Background: an optimization exercise with open tools, aiming at small area, a short achievable clock period and few clock cycles per item. Do not read the settings as production practice. The RTL was checked by simulation tests, not by an equivalence proof against the original design.

==> flow/design.v (excerpt) <==
module rv_alu_md #(
  parameter int unsigned XLEN = 32,
  parameter int unsigned SHW  = $clog2(XLEN)
) (
  input  logic            clk_in,
  input  logic            rst_in,
  input  logic            flush_in,
  input  logic            valid_in,
  output logic            ready_out,
  input  logic [XLEN-1:0] op_1_in,
  input  logic [XLEN-1:0] op_2_in,
  input  logic [2:0]      funct3_in,
  input  logic            funct7_5_in,
  input  logic            m_ext_in,
  output logic            valid_out,
  input  logic            ready_in,
  output logic [XLEN-1:0] result_out,
  output logic            busy_out
);
For scale: ~400 flip-flops, about 110 I/O pins, ~0.049 mm^2 of cells after synthesis.
export LEC_CHECK = 0
export CAP_MARGIN = 30
export CORE_MARGIN = 2
export CORE_UTILIZATION = 40
export PLACE_DENSITY = 0.6
export SETUP_SLACK_MARGIN = 2.8
export SLEW_MARGIN = 30
create_clock -name core_clock -period 7.0 [get_ports {clk_in}]
run.sh (not shown) runs the stock make flow with config.mk's settings and CLKGATE_MAP_FILE= SYNTH_SCRIPT=/design/flow/synth_recipe.tcl, a recipe that flattens the netlist after the stock synthesis.
Testbench counts at the start, summed over its fixed seeds: cycles 4,716, items 2,400.
Change:
--- a/flow/design.v
+++ b/flow/design.v
@@ -30,15 +30,14 @@
   logic [5:0]  i_lsa, i_lsb;  
   logic [1:0]  x_st;
   logic        x_fin;       
   logic        x_mh;        
   logic        p_valid;
   logic [31:0] p_x, p_y;    
   logic        p_c, p_inv;
-  logic        p_slt, p_sltu;  
   logic        o_valid;
   logic [31:0] o_res;
   logic [63:0] acc_s, acc_c;
   logic [33:0] mcx;
   logic [32:0] mc;            
   assign mc = mcx[32:0];
   logic [31:0] mp;            
@@ -61,37 +60,39 @@
   assign ready_out  = !flush_in && (!i_valid || x_free);
   assign accept     = valid_in && ready_out;
   assign x_load     = i_valid && x_free;
   assign x_done     = (x_st != XIdle) && x_fin;
   assign x_move     = x_done && p_free;
   assign valid_out  = o_valid;
   assign result_out = o_res;
-  logic [33:0] p_sum;
-  logic        p_lt;
-  assign p_sum = {1'b0, p_x ^ {32{p_inv}}, 1'b1} + {1'b0, p_y, p_c};
-  assign p_lt  = p_slt ? ((p_x[31] ^ !p_y[31]) ? p_x[31] : p_sum[32]) : !p_sum[33];
+  logic [32:0] p_sum;
+  assign p_sum = {p_x ^ {32{p_inv}}, 1'b1} + {p_y, p_c};
   assign busy_out   = (i_valid || (x_st != XIdle) || p_valid) && !o_valid;
   logic [31:0] sh_in, sh_out, sh_rev, alu_x, alu_y;
-  logic        sub, sll, fill;
-  assign sub  = (i_f75 && (i_f3 == 3'b000)) || (i_f3[2:1] == 2'b01);
+  logic        sub, slt, ltu, sll, fill;
+  assign sub  = i_f75 && (i_f3 == 3'b000);
+  assign ltu  = i_a < i_b;
+  assign slt  = (i_a[31] ^ i_b[31]) ? i_a[31] : ltu;
   assign sll  = !i_f3[2];
   assign fill = i_f75 && i_a[31] && !sll;
   always_comb for (int i = 0; i < 32; i++) sh_in[i] = sll ? i_a[31-i] : i_a[i];
   logic signed [32:0] sh_t;
   assign sh_t   = $signed({fill, sh_in}) >>> i_b[4:0];
   assign sh_out = sh_t[31:0];
   always_comb for (int i = 0; i < 32; i++) sh_rev[i] = sh_out[31-i];
   always_comb begin
     alu_y = '0;
     case (i_f3)
-      3'b000, 3'b010, 3'b011: begin
+      3'b000: begin
         alu_x = i_a;
-        alu_y = i_b ^ {32{sub}};
+        alu_y = i_b ^ {32{sub}};    
       end
       3'b001:  alu_x = sh_rev;
+      3'b010:  alu_x = {31'b0, slt};
+      3'b011:  alu_x = {31'b0, ltu};
       3'b100:  alu_x = i_a ^ i_b;
       3'b101:  alu_x = sh_out;
       3'b110:  alu_x = i_a | i_b;
       default: alu_x = i_a & i_b;
     endcase
   end
   logic        ms_a, ms_b, swap;
@@ -246,30 +247,28 @@
   assign q1  = !df1[36] && df2[36];
   assign q0  = df1[36];
   assign qd  = {!df2[36], q3 || q1};
   assign r_n = ({32{q3}} & df3[31:0]) | ({32{q2}} & df2[31:0]) | ({32{q1}} & df1[31:0]) |
                ({32{q0}} & dr);
   assign q_n = {dq[29:0], qd};
   logic [31:0] n_x, n_y;
-  logic        d_neg, n_c, n_inv, n_slt, n_sltu;
+  logic        d_neg, n_c, n_inv;
   logic sel_mh, sel_hold, sel_mul, sel_dr, sel_dq;
   assign sel_mh   = x_mh;
   assign sel_hold = (x_st == XHold);
   assign sel_mul  = (x_st == XMul) && !x_mh;
   assign sel_dr   = (x_st == XDiv) && hi;
   assign sel_dq   = (x_st == XDiv) && !hi;
   assign d_neg    = hi ? rneg : qneg;
   assign n_x = ({32{sel_mh}} & acc_s[63:32]) | ({32{sel_hold}} & acc_s[31:0]) |
                ({32{sel_mul}} & acc_s_n[31:0]) | ({32{sel_dr}} & r_n) | ({32{sel_dq}} & q_n);
   assign n_y = ({32{sel_mh}} & acc_c[63:32]) | ({32{sel_hold}} & acc_c[31:0]) |
                ({32{sel_mul}} & acc_c_n[31:0]);
   assign n_c = (sel_mh && lo_sum[32]) || (sel_hold && acc_c[32]) || (x_st == XDiv && d_neg);
   assign n_inv = (x_st == XDiv) && d_neg;
-  assign n_slt  = sel_hold && acc_c[33];
-  assign n_sltu = sel_hold && acc_c[34];
   always_ff @(posedge clk_in or posedge rst_in) begin
     if (rst_in) begin
       i_valid <= 1'b0;
       x_st    <= XIdle;
       x_fin   <= 1'b0;
       x_mh    <= 1'b0;
       p_valid <= 1'b0;
@@ -329,22 +328,20 @@
       i_lsb      <= clz32(op_2_in ^ {32{p_b_neg}});
     end
     if (x_move) begin
       p_x <= n_x;
       p_y <= n_y;
       p_c <= n_c;
       p_inv <= n_inv;
-      p_slt  <= n_slt;
-      p_sltu <= n_sltu;
     end
-    if (p_move) o_res <= (p_slt || p_sltu) ? {31'b0, p_lt} : p_sum[32:1];
+    if (p_move) o_res <= p_sum[32:1];
     if (x_load) begin
       if (!i_m) begin
         acc_s <= {32'b0, alu_x};
-        acc_c <= {29'b0, i_f3 == 3'b011, i_f3 == 3'b010, sub, alu_y};
+        acc_c <= {31'b0, sub, alu_y};
       end else if (!i_f3[2]) begin
         acc_s <= '0;
         acc_c <= '0;
       end else if (bz) begin
         acc_s <= {32'b0, i_f3[1] ? i_a : 32'hFFFF_FFFF};
         acc_c <= '0;
       end else begin
=> Worst setup slack improved by 160 ps; count of clock-buffer cells in the layout came out lower by 1; wire length goes up by a few percent; via count climbs by a few percent; hold slack gets worse by 32 ps; final area is unchanged.
Testbench counts after the change, summed over its fixed seeds: cycles 4,716, items 2,400.

==> afterwards: timing with drivers on the ports <==
How much do the figures lean on ideal ports? The routed layouts below were timed once more, with nothing changed but the port constraints.
Step 1 assumes that a clkbuf_16 drives the clock port and a buf_2 every other input.
Step 2 times the ports against the registers' clock, not the clock port: input delays grow and output delays shrink by t, the midpoint of the rising clock arrivals with the driver on.
Slacks: ideal / step 1 / step 2; pairs: ideal / step 1.
run | t (ns) | setup slack, ns | worst hold slack (ns) | worst setup path at the end | slew at the worst register clock pin (ns)
the first run | 0.720 | 2.539 / 2.539 / 2.115 | 0.589 / 0.589 / 0.589 | input to register | 0.07 / 0.07
the second run | 0.729 | 2.701 / 2.701 / 2.131 | 0.557 / 0.557 / 0.557 | input to register | 0.07 / 0.07
After both steps setup and hold are still met in every run listed. For the second run, which loses most, drivers alone change the setup slack by 0.000 ns; drivers and shift together by -0.570 ns.
